This design comes from an exercise in tuning for small area on the open sky130 flow, not from production work.
In this exercise RTL edits were held to simulation tests only and were not proved equivalent to the original.
Power and IR drop assume default switching activity.

<file path="flow/config.mk">
export PLATFORM = sky130hd
export DESIGN_NAME = issue_top
export DESIGN_NICKNAME = issue_top
export VERILOG_FILES = /design/flow/design.v
export SDC_FILE = /design/flow/constraint.sdc
export NUM_CORES = 4
export LEC_CHECK = 0
export CAP_MARGIN = 20
export CORE_MARGIN = 2
export CORE_UTILIZATION = 40
export SLEW_MARGIN = 20
</file>
<file path="flow/constraint.sdc">
create_clock -name core_clock -period 9.0 [get_ports {clk}]
set_input_delay 1.8000 -clock core_clock [delete_from_list [all_inputs] [get_ports {clk}]]
set_output_delay 1.8000 -clock core_clock [all_outputs]
set_load 0.01 [all_outputs]
</file>
<file path="flow/design.v">
`timescale 1ns/1ps
package lc3b_pkg;
	typedef logic [16-1:0] lc3b_word;
	typedef logic [2:0] lc3b_reg;
	typedef logic [3-1:0] rob_tag_t;
	typedef enum logic [3:0]
	{
		op_br  = 4'b0000,
		op_add = 4'b0001,
		op_jsr = 4'b0100,	 
		op_and = 4'b0101,
		op_ldr = 4'b0110,
		op_str = 4'b0111,
		op_not = 4'b1001,
		op_jmp = 4'b1100,
		op_lea = 4'b1110
	} lc3b_opcode;
	typedef struct packed
	{
		logic busy;		 
		rob_tag_t tag;		 
		lc3b_word data;
	} reg_entry_t;
	typedef struct packed
	{
		logic valid;
		rob_tag_t tag;
		lc3b_word data;
	} cdb_t;
endpackage
`timescale 1ns/1ps
module reg_status (
	input logic clk,
	input logic rst_n,
	input lc3b_pkg::lc3b_reg sr1_idx,
	input lc3b_pkg::lc3b_reg sr2_idx,
	input lc3b_pkg::lc3b_reg dest_idx,
	input logic set_busy,
	input lc3b_pkg::lc3b_reg busy_reg,
	input lc3b_pkg::rob_tag_t busy_tag,
	output lc3b_pkg::reg_entry_t sr1_entry,
	output lc3b_pkg::reg_entry_t sr2_entry,
	output lc3b_pkg::reg_entry_t dest_entry,
	input logic commit_valid,
	input lc3b_pkg::lc3b_reg commit_reg,
	input lc3b_pkg::rob_tag_t commit_tag,
	input lc3b_pkg::lc3b_word commit_value,
	input logic commit_has_dest
);
	logic [7:0] busy_q;
	logic [7:0][3-1:0] tag_q;
	logic [7:0][16-1:0] data_q;
	assign sr1_entry = {busy_q[sr1_idx], tag_q[sr1_idx], data_q[sr1_idx]};
	assign sr2_entry = {busy_q[sr2_idx], tag_q[sr2_idx], data_q[sr2_idx]};
	assign dest_entry = {busy_q[dest_idx], tag_q[dest_idx], data_q[dest_idx]};
	always_ff @(posedge clk or negedge rst_n)
	begin
		if (!rst_n)
		begin
			busy_q <= '0;
			tag_q <= '0;
			data_q <= '0;
		end
		else
		begin
			if (commit_valid && commit_has_dest
				&& tag_q[commit_reg] == commit_tag)
			begin
				busy_q[commit_reg] <= 1'b0;
				data_q[commit_reg] <= commit_value;
			end
			if (set_busy)
			begin
				busy_q[busy_reg] <= 1'b1;
				tag_q[busy_reg] <= busy_tag;
			end
		end
	end
endmodule
`timescale 1ns/1ps
module issue_control (
	input logic clk,
	input logic rst_n,
	input lc3b_pkg::lc3b_word instr,
	input logic instr_valid,
	input lc3b_pkg::lc3b_word curr_pc,
	input logic predict_bit,
	input logic [3-1:0] alu_busy,
	input logic ldst_full,
	input lc3b_pkg::cdb_t cdb,
	output lc3b_pkg::lc3b_reg sr1_idx,
	output lc3b_pkg::lc3b_reg sr2_idx,
	output lc3b_pkg::lc3b_reg dest_idx,
	output logic set_busy,
	output lc3b_pkg::lc3b_reg busy_reg,
	output lc3b_pkg::rob_tag_t busy_tag,
	input lc3b_pkg::reg_entry_t sr1_entry,
	input lc3b_pkg::reg_entry_t sr2_entry,
	input lc3b_pkg::reg_entry_t dest_entry,
	output logic rob_alloc,
	output lc3b_pkg::lc3b_reg rob_alloc_dest,
	output logic rob_alloc_has_dest,
	output lc3b_pkg::lc3b_word rob_alloc_value,
	output logic rob_alloc_value_valid,
	output lc3b_pkg::rob_tag_t rob_rd_tag1,
	output lc3b_pkg::rob_tag_t rob_rd_tag2,
	input lc3b_pkg::rob_tag_t rob_tail_tag,
	input logic rob_full,
	input lc3b_pkg::lc3b_word rob_rd_value1,
	input logic rob_rd_valid1,
	input lc3b_pkg::lc3b_word rob_rd_value2,
	input logic rob_rd_valid2,
	output logic stall,
	output logic pcmux_sel,
	output lc3b_pkg::lc3b_word br_pc,
	output logic alu_issue,
	output logic [1:0] alu_station,
	output lc3b_pkg::lc3b_opcode alu_op,
	output lc3b_pkg::lc3b_word alu_vj,
	output lc3b_pkg::lc3b_word alu_vk,
	output lc3b_pkg::rob_tag_t alu_qj,
	output lc3b_pkg::rob_tag_t alu_qk,
	output logic alu_j_ready,
	output logic alu_k_ready,
	output lc3b_pkg::rob_tag_t alu_dest,
	output logic ldst_issue,
	output lc3b_pkg::lc3b_opcode ldst_op,
	output lc3b_pkg::lc3b_word ldst_offset,
	output lc3b_pkg::lc3b_word ldst_vbase,
	output lc3b_pkg::rob_tag_t ldst_qbase,
	output logic ldst_base_ready,
	output lc3b_pkg::lc3b_word ldst_vsrc,
	output lc3b_pkg::rob_tag_t ldst_qsrc,
	output logic ldst_src_ready,
	output lc3b_pkg::rob_tag_t ldst_dest
);
	lc3b_pkg::lc3b_opcode opcode;
	lc3b_pkg::lc3b_word imm5;
	lc3b_pkg::lc3b_word offset6;
	lc3b_pkg::lc3b_word offset9;
	lc3b_pkg::lc3b_word offset11;
	lc3b_pkg::lc3b_word pc_next;
	logic is_alu;
	logic is_ldst;
	logic is_str;
	logic is_jsr;
	logic reg_jump;		 
	logic live;
	logic issue;
	logic shadow;
	lc3b_pkg::reg_entry_t op2_entry;
	lc3b_pkg::lc3b_word j_value;
	lc3b_pkg::lc3b_word k_value;
	logic j_ready;
	logic k_ready;
	assign opcode = lc3b_pkg::lc3b_opcode'(instr[15:12]);
	assign imm5 = lc3b_pkg::lc3b_word'(signed'(instr[4:0]));
	assign offset6 = lc3b_pkg::lc3b_word'(signed'(instr[5:0])) << 1;
	assign offset9 = lc3b_pkg::lc3b_word'(signed'(instr[8:0])) << 1;
	assign offset11 = lc3b_pkg::lc3b_word'(signed'(instr[10:0])) << 1;
	assign pc_next = curr_pc + 16'd2;
	assign is_alu = (opcode == lc3b_pkg::op_add) || (opcode == lc3b_pkg::op_and) || (opcode == lc3b_pkg::op_not);
	assign is_str = (opcode == lc3b_pkg::op_str);
	assign is_ldst = (opcode == lc3b_pkg::op_ldr) || is_str;
	assign is_jsr = (opcode == lc3b_pkg::op_jsr);
	assign reg_jump = (opcode == lc3b_pkg::op_jmp) || (is_jsr && !instr[11]);
	assign sr1_idx = instr[8:6];
	assign sr2_idx = instr[2:0];
	assign dest_idx = instr[11:9];
	assign op2_entry = is_str ? dest_entry : sr2_entry;
	assign rob_rd_tag1 = sr1_entry.tag;
	assign rob_rd_tag2 = op2_entry.tag;
	always_comb
	begin
		j_ready = 1'b1;
		if (!sr1_entry.busy)
			j_value = sr1_entry.data;
		else if (cdb.valid && cdb.tag == sr1_entry.tag)
			j_value = cdb.data;
		else if (rob_rd_valid1)
			j_value = rob_rd_value1;
		else
		begin
			j_value = '0;
			j_ready = 1'b0;
		end
	end
	always_comb
	begin
		k_ready = 1'b1;
		if (!op2_entry.busy)
			k_value = op2_entry.data;
		else if (cdb.valid && cdb.tag == op2_entry.tag)
			k_value = cdb.data;
		else if (rob_rd_valid2)
			k_value = rob_rd_value2;
		else
		begin
			k_value = '0;
			k_ready = 1'b0;
		end
	end
	assign live = instr_valid && !shadow;
	assign stall = live && (rob_full
		|| (is_alu && &alu_busy)
		|| (is_ldst && ldst_full)
		|| (reg_jump && !j_ready));
	assign issue = live && !stall;
	assign alu_issue = issue && is_alu;
	assign ldst_issue = issue && is_ldst;
	always_comb
	begin
		alu_station = '0;
		for (int i = 3 - 1; i >= 0; i--)
		begin
			if (!alu_busy[i])
				alu_station = 2'(i);
		end
	end
	assign alu_op = opcode;
	assign alu_dest = rob_tail_tag;
	assign alu_vj = j_value;
	assign alu_qj = j_ready ? '0 : sr1_entry.tag;
	assign alu_j_ready = j_ready;
	always_comb
	begin
		alu_vk = k_value;
		alu_qk = k_ready ? '0 : op2_entry.tag;
		alu_k_ready = k_ready;
		if (opcode == lc3b_pkg::op_not)
		begin
			alu_vk = '1;	 
			alu_qk = '0;
			alu_k_ready = 1'b1;
		end
		else if (instr[5])	 
		begin
			alu_vk = imm5;
			alu_qk = '0;
			alu_k_ready = 1'b1;
		end
	end
	assign ldst_op = opcode;
	assign ldst_offset = offset6;
	assign ldst_vbase = j_value;
	assign ldst_qbase = j_ready ? '0 : sr1_entry.tag;
	assign ldst_base_ready = j_ready;
	assign ldst_vsrc = k_value;
	assign ldst_qsrc = k_ready ? '0 : op2_entry.tag;
	assign ldst_src_ready = k_ready;
	assign ldst_dest = is_str ? '0 : rob_tail_tag;	 
	always_comb
	begin
		pcmux_sel = 1'b0;
		br_pc = '0;
		rob_alloc_value = '0;
		case (opcode)
			lc3b_pkg::op_br:
			begin
				br_pc = pc_next + offset9;
				pcmux_sel = issue && predict_bit;
				rob_alloc_value = predict_bit ? pc_next : br_pc;
			end
			lc3b_pkg::op_jmp:
			begin
				br_pc = j_value;
				pcmux_sel = issue;
			end
			lc3b_pkg::op_jsr:
			begin
				br_pc = instr[11] ? pc_next + offset11 : j_value;
				pcmux_sel = issue;
				rob_alloc_value = pc_next;	 
			end
			lc3b_pkg::op_lea:
				rob_alloc_value = pc_next + offset9;
			default:
				pcmux_sel = 1'b0;
		endcase
	end
	assign rob_alloc = issue && (is_alu || is_ldst || is_jsr
		|| opcode == lc3b_pkg::op_br || opcode == lc3b_pkg::op_lea);
	assign rob_alloc_dest = is_jsr ? 3'd7 : instr[11:9];
	assign rob_alloc_has_dest = is_alu || is_jsr || opcode == lc3b_pkg::op_ldr || opcode == lc3b_pkg::op_lea;
	assign rob_alloc_value_valid = is_jsr || opcode == lc3b_pkg::op_br || opcode == lc3b_pkg::op_lea;
	assign set_busy = rob_alloc && rob_alloc_has_dest;
	assign busy_reg = rob_alloc_dest;
	assign busy_tag = rob_tail_tag;
	always_ff @(posedge clk or negedge rst_n)
	begin
		if (!rst_n)
			shadow <= 1'b0;
		else
			shadow <= pcmux_sel;
	end
endmodule
`timescale 1ns/1ps
module rob_tracker (
	input logic clk,
	input logic rst_n,
	input lc3b_pkg::cdb_t cdb,
	input logic alloc,
	input lc3b_pkg::lc3b_reg alloc_dest,
	input logic alloc_has_dest,
	input lc3b_pkg::lc3b_word alloc_value,
	input logic alloc_value_valid,
	input lc3b_pkg::rob_tag_t rd_tag1,
	input lc3b_pkg::rob_tag_t rd_tag2,
	output lc3b_pkg::rob_tag_t tail_tag,
	output logic full,
	output lc3b_pkg::lc3b_word rd_value1,
	output logic rd_valid1,
	output lc3b_pkg::lc3b_word rd_value2,
	output logic rd_valid2,
	output logic commit_valid,
	output lc3b_pkg::lc3b_reg commit_reg,
	output lc3b_pkg::rob_tag_t commit_tag,
	output lc3b_pkg::lc3b_word commit_value,
	output logic commit_has_dest
);
	localparam int rob_depth = 8;
	localparam logic [3:0] full_count = 8;
	lc3b_pkg::lc3b_word value_q [rob_depth];
	lc3b_pkg::lc3b_reg dest_q [rob_depth];
	logic [rob_depth-1:0] has_dest_q;
	logic [rob_depth-1:0] valid_q;	 
	lc3b_pkg::rob_tag_t head;
	lc3b_pkg::rob_tag_t tail;
	logic [3:0] count;
	logic do_commit;
	lc3b_pkg::rob_tag_t head_next;
	lc3b_pkg::rob_tag_t tail_next;
	assign head_next = (head == lc3b_pkg::rob_tag_t'(rob_depth - 1)) ? '0 : head + 1'b1;
	assign tail_next = (tail == lc3b_pkg::rob_tag_t'(rob_depth - 1)) ? '0 : tail + 1'b1;
	assign tail_tag = tail;
	assign full = (count == full_count);
	assign rd_value1 = value_q[rd_tag1];
	assign rd_valid1 = valid_q[rd_tag1];
	assign rd_value2 = value_q[rd_tag2];
	assign rd_valid2 = valid_q[rd_tag2];
	assign do_commit = (count != '0) && valid_q[head];
	assign commit_valid = do_commit;
	assign commit_reg = dest_q[head];
	assign commit_tag = head;
	assign commit_value = value_q[head];
	assign commit_has_dest = has_dest_q[head];
	always_ff @(posedge clk)
	begin
		if (alloc)
		begin
			value_q[tail] <= alloc_value;
			dest_q[tail] <= alloc_dest;
			has_dest_q[tail] <= alloc_has_dest;
		end
		if (cdb.valid)
			value_q[cdb.tag] <= cdb.data;
	end
	always_ff @(posedge clk or negedge rst_n)
	begin
		if (!rst_n)
		begin
			head <= '0;
			tail <= '0;
			count <= '0;
			valid_q <= '0;
		end
		else
		begin
			if (alloc)
			begin
				valid_q[tail] <= alloc_value_valid;
				tail <= tail_next;
			end
			if (cdb.valid)
				valid_q[cdb.tag] <= 1'b1;
			if (do_commit)
			begin
				valid_q[head] <= 1'b0;
				head <= head_next;
			end
			if (alloc && !do_commit)
				count <= count + 1'b1;
			else if (!alloc && do_commit)
				count <= count - 1'b1;
		end
	end
endmodule
`timescale 1ns/1ps
module issue_top (
	input logic clk,
	input logic rst_n,
	input logic [15:0] instr,
	input logic instr_valid,
	input logic [15:0] curr_pc,
	input logic predict_bit,
	input logic [2:0] alu_busy,
	input logic ldst_full,
	input logic cdb_valid,
	input logic [2:0] cdb_tag,
	input logic [15:0] cdb_data,
	output logic stall,
	output logic pcmux_sel,
	output logic [15:0] br_pc,
	output logic alu_issue,
	output logic [1:0] alu_station,
	output logic [3:0] alu_op,
	output logic [15:0] alu_vj,
	output logic [15:0] alu_vk,
	output logic [2:0] alu_qj,
	output logic [2:0] alu_qk,
	output logic alu_j_ready,
	output logic alu_k_ready,
	output logic [2:0] alu_dest,
	output logic ldst_issue,
	output logic [3:0] ldst_op,
	output logic [15:0] ldst_offset,
	output logic [15:0] ldst_vbase,
	output logic [2:0] ldst_qbase,
	output logic ldst_base_ready,
	output logic [15:0] ldst_vsrc,
	output logic [2:0] ldst_qsrc,
	output logic ldst_src_ready,
	output logic [2:0] ldst_dest,
	output logic commit_valid,
	output logic [2:0] commit_reg,
	output logic [15:0] commit_value
);
	lc3b_pkg::cdb_t cdb;
	lc3b_pkg::lc3b_reg sr1_idx;
	lc3b_pkg::lc3b_reg sr2_idx;
	lc3b_pkg::lc3b_reg dest_idx;
	logic set_busy;
	lc3b_pkg::lc3b_reg busy_reg;
	lc3b_pkg::rob_tag_t busy_tag;
	lc3b_pkg::reg_entry_t sr1_entry;
	lc3b_pkg::reg_entry_t sr2_entry;
	lc3b_pkg::reg_entry_t dest_entry;
	logic rob_alloc;
	lc3b_pkg::lc3b_reg rob_alloc_dest;
	logic rob_alloc_has_dest;
	lc3b_pkg::lc3b_word rob_alloc_value;
	logic rob_alloc_value_valid;
	lc3b_pkg::rob_tag_t rob_rd_tag1;
	lc3b_pkg::rob_tag_t rob_rd_tag2;
	lc3b_pkg::rob_tag_t rob_tail_tag;
	logic rob_full;
	lc3b_pkg::lc3b_word rob_rd_value1;
	logic rob_rd_valid1;
	lc3b_pkg::lc3b_word rob_rd_value2;
	logic rob_rd_valid2;
	lc3b_pkg::rob_tag_t commit_tag;
	logic commit_has_dest;
	lc3b_pkg::lc3b_opcode alu_op_e;
	lc3b_pkg::lc3b_opcode ldst_op_e;
	assign cdb = {cdb_valid, cdb_tag, cdb_data};
	assign alu_op = alu_op_e;
	assign ldst_op = ldst_op_e;
	reg_status reg_status_i (
		.clk (clk),
		.rst_n (rst_n),
		.sr1_idx (sr1_idx),
		.sr2_idx (sr2_idx),
		.dest_idx (dest_idx),
		.set_busy (set_busy),
		.busy_reg (busy_reg),
		.busy_tag (busy_tag),
		.sr1_entry (sr1_entry),
		.sr2_entry (sr2_entry),
		.dest_entry (dest_entry),
		.commit_valid (commit_valid),
		.commit_reg (commit_reg),
		.commit_tag (commit_tag),
		.commit_value (commit_value),
		.commit_has_dest (commit_has_dest)
	);
	issue_control issue_control_i (
		.clk (clk),
		.rst_n (rst_n),
		.instr (instr),
		.instr_valid (instr_valid),
		.curr_pc (curr_pc),
		.predict_bit (predict_bit),
		.alu_busy (alu_busy),
		.ldst_full (ldst_full),
		.cdb (cdb),
		.sr1_idx (sr1_idx),
		.sr2_idx (sr2_idx),
		.dest_idx (dest_idx),
		.set_busy (set_busy),
		.busy_reg (busy_reg),
		.busy_tag (busy_tag),
		.sr1_entry (sr1_entry),
		.sr2_entry (sr2_entry),
		.dest_entry (dest_entry),
		.rob_alloc (rob_alloc),
		.rob_alloc_dest (rob_alloc_dest),
		.rob_alloc_has_dest (rob_alloc_has_dest),
		.rob_alloc_value (rob_alloc_value),
		.rob_alloc_value_valid (rob_alloc_value_valid),
		.rob_rd_tag1 (rob_rd_tag1),
		.rob_rd_tag2 (rob_rd_tag2),
		.rob_tail_tag (rob_tail_tag),
		.rob_full (rob_full),
		.rob_rd_value1 (rob_rd_value1),
		.rob_rd_valid1 (rob_rd_valid1),
		.rob_rd_value2 (rob_rd_value2),
		.rob_rd_valid2 (rob_rd_valid2),
		.stall (stall),
		.pcmux_sel (pcmux_sel),
		.br_pc (br_pc),
		.alu_issue (alu_issue),
		.alu_station (alu_station),
		.alu_op (alu_op_e),
		.alu_vj (alu_vj),
		.alu_vk (alu_vk),
		.alu_qj (alu_qj),
		.alu_qk (alu_qk),
		.alu_j_ready (alu_j_ready),
		.alu_k_ready (alu_k_ready),
		.alu_dest (alu_dest),
		.ldst_issue (ldst_issue),
		.ldst_op (ldst_op_e),
		.ldst_offset (ldst_offset),
		.ldst_vbase (ldst_vbase),
		.ldst_qbase (ldst_qbase),
		.ldst_base_ready (ldst_base_ready),
		.ldst_vsrc (ldst_vsrc),
		.ldst_qsrc (ldst_qsrc),
		.ldst_src_ready (ldst_src_ready),
		.ldst_dest (ldst_dest)
	);
	rob_tracker rob_tracker_i (
		.clk (clk),
		.rst_n (rst_n),
		.cdb (cdb),
		.alloc (rob_alloc),
		.alloc_dest (rob_alloc_dest),
		.alloc_has_dest (rob_alloc_has_dest),
		.alloc_value (rob_alloc_value),
		.alloc_value_valid (rob_alloc_value_valid),
		.rd_tag1 (rob_rd_tag1),
		.rd_tag2 (rob_rd_tag2),
		.tail_tag (rob_tail_tag),
		.full (rob_full),
		.rd_value1 (rob_rd_value1),
		.rd_valid1 (rob_rd_valid1),
		.rd_value2 (rob_rd_value2),
		.rd_valid2 (rob_rd_valid2),
		.commit_valid (commit_valid),
		.commit_reg (commit_reg),
		.commit_tag (commit_tag),
		.commit_value (commit_value),
		.commit_has_dest (commit_has_dest)
	);
endmodule
</file>
<file path="flow/run.sh">
#!/bin/bash
# synth_recipe.tcl (not shown) runs the flow's synth.tcl, then flattens the netlist and writes it again
# the make line also repeats each setting of config.mk as NAME=value (left out here)
make -C /OpenROAD-flow-scripts/flow DESIGN_CONFIG=/design/flow/config.mk WORK_HOME=/design/flow/orfs CLKGATE_MAP_FILE= SYNTH_SCRIPT=/design/flow/synth_recipe.tcl finish
</file>
==> results.cfg <==
[global_route]
grt_max_degree = 80
grt_use_total_pct = 30.8
antenna_found_initial = 4
grt_pass1_wl_um = 144000
overflow = 0
grt_pass1_vias = 21200

[synth]
synth-seq-area-share_pct = 38.5
synth_seq_cells = 339
synth_area_sq_mm = 0.0241
synth.distinct_cells = 90
yosysMostFrequentCell = nand2_1
synth_top_area_share_pct = 19.9
synth_edf_count = 160
synth_area_per_cell_sq_um = 9.83
synth_area_leaders = edfxtp_1 20%, dfrtp_1 19%, mux4_2 8.1%
yosysTopAreaCell = edfxtp_1
yosys_warnings = 3
syn_inst = 2452
synthFlopType = dfrtp_1
synth_fp_nets = 2563
yosys-top-cells-count = 230 x nand2_1, 222 x a21oi_1, 216 x nor2_1, 179 x dfrtp_1, 160 x edfxtp_1
synthArstFlopShare_pct = 52.8

[route]
drt_iter0_markers = 2984
drc_errors = 0
viasPerCell = 6.57
wl_per_cell_um = 29.2
drt-pass1-iter-count = 6
ant_nets = 0
routed_wl_um = 98000
vias = 22100

[power]
powerDensity_mw_per_mm2 = 309
peakVddDrop_uv = 158
leakage_nw = 11.1

[place]
placedCellCount = 3278
dp_hpwl_um = 68500
io_buffers = 210
gp_congestion = 0.967

[worst_setup_path]
worst-path-max-fanout = 66
critical_path.endpoint = ldst_vsrc[9]
criticalPathCategory = in2out
start_kind = primary input
r2r_slack_ns = 3.27
r2r_cells = 10
cp-end-kind = output pin
slowest_delay_ns = 0.70
crit_required_ns = 7.20
critPathArrivalTime_ns = 6.96
r2r_end = reg_status_i.data_q[46]
r2r-start = rob_tracker_i.head[0]
crit_start = instr[15]
cp_cell_sequence = clkdlybuf4s50_1 -> nand4b_1 -> mux2i_4 -> buf_4 -> a31oi_1 -> buf_4 -> nand2_1 -> nor2_1 -> a221oi_4 -> nand3b_1 -> o21bai_1 -> clkdlybuf4s50_1
crit_path_top_delay_cell = buf_4

[clock_network]
clk_pin_slew_worst_paths_ns = 0.06
clk_latency_ns = 0.58
tritoncts = yes
cts_made_buffers = 42
clock_path_buffers = 3
post_cts_buffers = 0
clkSinkCount = 339
clock-root-buffer = clkbuf_16
htreeDepth = 2

[final_layout]
n_fill_cell = 5420
fin_nets = 2662
final_cells = 3359
area_growth_pct = 17.2
layout-drive-gt1-share_pct = 13.9

[timing]
max_freq_mhz = 114
period_share_pct = 97.3
finalSetupViolations = 0
finalSetupTns_ns = 0
slew_headroom_pct = 19.4
hold_slack_ns = 0.490
clock_skew_ns = 0.0123
fin_crit_ns = 8.76
rsz0062_at_grt = false
maxSlewViolCount = 0
worst_pin_slew_ns = 1.18
hold_violations = 0

[floorplanning]
chipHeight_um = 250
coreArea_sq_mm = 0.0594
initial_core_util_pct = 40.6
die_w_um = 250
dieArea_sq_mm = 0.0623
ios = 212
rows = 89

[status]
outcome = finished clean

[run]
drv_cap = 0

[min_path]
hp-class = reg2reg
[stage by stage]
step,setup slack (ns),power [mW],cell area [sq um],util (%)
after CTS,0.336,8.65,28200,47.5
after global routing,0.195,9.08,28300,47.6
after global placement,0.380,6.82,26800,45.1
after detailed placement,0.339,6.90,26800,45.2
after floorplan,2.42,4.92,24100,-
final,0.241,8.74,28300,47.6
[flip-flops by register name (all words and copies together), names as in the netlist]
signal and flops:
issue_control_i.shadow 1, reg_status_i.busy_q 8, reg_status_i.data_q 128, reg_status_i.tag_q 24
rob_tracker_i.count 4, rob_tracker_i.dest_q 24, rob_tracker_i.has_dest_q 8, rob_tracker_i.head 3
rob_tracker_i.tail 3, rob_tracker_i.valid_q 8, rob_tracker_i.value_q 128
[cell usage in the layout, fill, tap and decap left out, types with 35 or more instances in the layout]
cell type / instances
nor2_1: 215
o31ai_1: 35
inv_1: 59
nor2b_1: 35
clkbuf_16: 43
a22o_1: 90
ha_1: 49
clkdlybuf4s50_1: 206
a211oi_1: 37
mux2_2: 46
a21oi_1: 219
dfrtp_1: 176
nand2_1: 230
o21ai_0: 51
edfxtp_1: 160
buf_4: 80
nand3_1: 139
mux4_2: 87
a32o_1: 56
mux2i_1: 123
[worst max-delay path, delay by kind of cell]
kind / cells / cell delay, ns
muxes: 1 / 0.32
and+or+nand+nor: 4 / 1.62
buffers and inverters: 4 / 2.13
AOI/OAI and AO/OA: 3 / 1.05
[cell type report]
type | instances | area, sq um | share of cell area (%)
multi-input cells | 1814 | 13600 | 48.2
flip-flops and latches | 339 | 9290 | 32.9
repair buffers | 295 | 2760 | 9.76
clock buffers | 52 | 1150 | 4.07
well taps | 773 | 967 | 3.42
clock inverters | 25 | 246 | 0.872
inverters | 59 | 221 | 0.784
diodes | 2 | 5.00 | 0.0177
[timing repair]
action                     in CTS  in global routing
setup endpoints to repair       0                  2
hold endpoints to repair        0                  0
resized for setup               0                  1
hold buffers                    0                  0
[power breakdown]
group          leakage [nW]  switching, mW  internal [mW]
Clock                 0.683          0.732           1.03
Sequential             3.87          0.292           1.91
Combinational          6.58           2.95           1.83
[worst min path at each step]
stage | to | cells after the start | from
2_1_floorplan | rob_tracker_i.count[3] | 1 | rob_tracker_i.count[3]
3_3_place_gp | rob_tracker_i.count[3] | 1 | rob_tracker_i.count[3]
3_5_place_dp | rob_tracker_i.count[3] | 1 | rob_tracker_i.count[3]
4_1_cts | rob_tracker_i.count[3] | 1 | rob_tracker_i.count[3]
5_1_grt | rob_tracker_i.count[3] | 1 | rob_tracker_i.count[3]
6_report | rob_tracker_i.count[3] | 1 | rob_tracker_i.count[3]
[cells by family after synthesis]
family                     share of synthesized area (%)
buffers and inverters                               5.87
AOI/OAI and AO/OA                                   20.1
and+or+nand+nor                                     15.0
other                                             0.0156
adders and majority gates                           2.71
xor gates and xnor gates                            1.67
muxes                                               16.2
DFF                                                 38.5
[routing by layer]
| metal | global-route usage [%] | wire length [um] | vias to the layer above |
|---|---|---|---|
| met4 | 14.4 | 4850 | 4 |
| li1 | - | - | 9414 |
| met2 | 47.7 | 43700 | 1396 |
| met5 | 0 | 19 | - |
| met1 | 41.4 | 39500 | 11000 |
| met3 | 6.39 | 9890 | 254 |

==> port drivers added, routing unchanged <==
In the flow no input, the clock included, has a driving cell. The finished layout below was timed again as built, in two steps.
Step 1 sets driving cells, clkbuf_16 on the clock port and buf_2 on the other inputs (assumed; they add their load-dependent delay and slew).
Step 2 adds t to the input delays and takes it off the output delays; t is the mean of the earliest and latest rising clock arrival at the registers after step 1. Input paths then give back, and output paths get back, about the clock's delay inside the block.
Three values: ideal, step 1, step 2; two values: the first two.
shift t [ns]: 0.637
setup slack, ns: 0.241 / 0.220 / 0.220
worst setup path at the end: input to output
slew at the worst register clock pin (ns): 0.07 / 0.07
worst data-port slew with drivers (ns): 0.07
After both steps this run still meets setup and hold. The setup slack of this run moves by -0.021 ns with the drivers and by -0.021 ns with both steps.
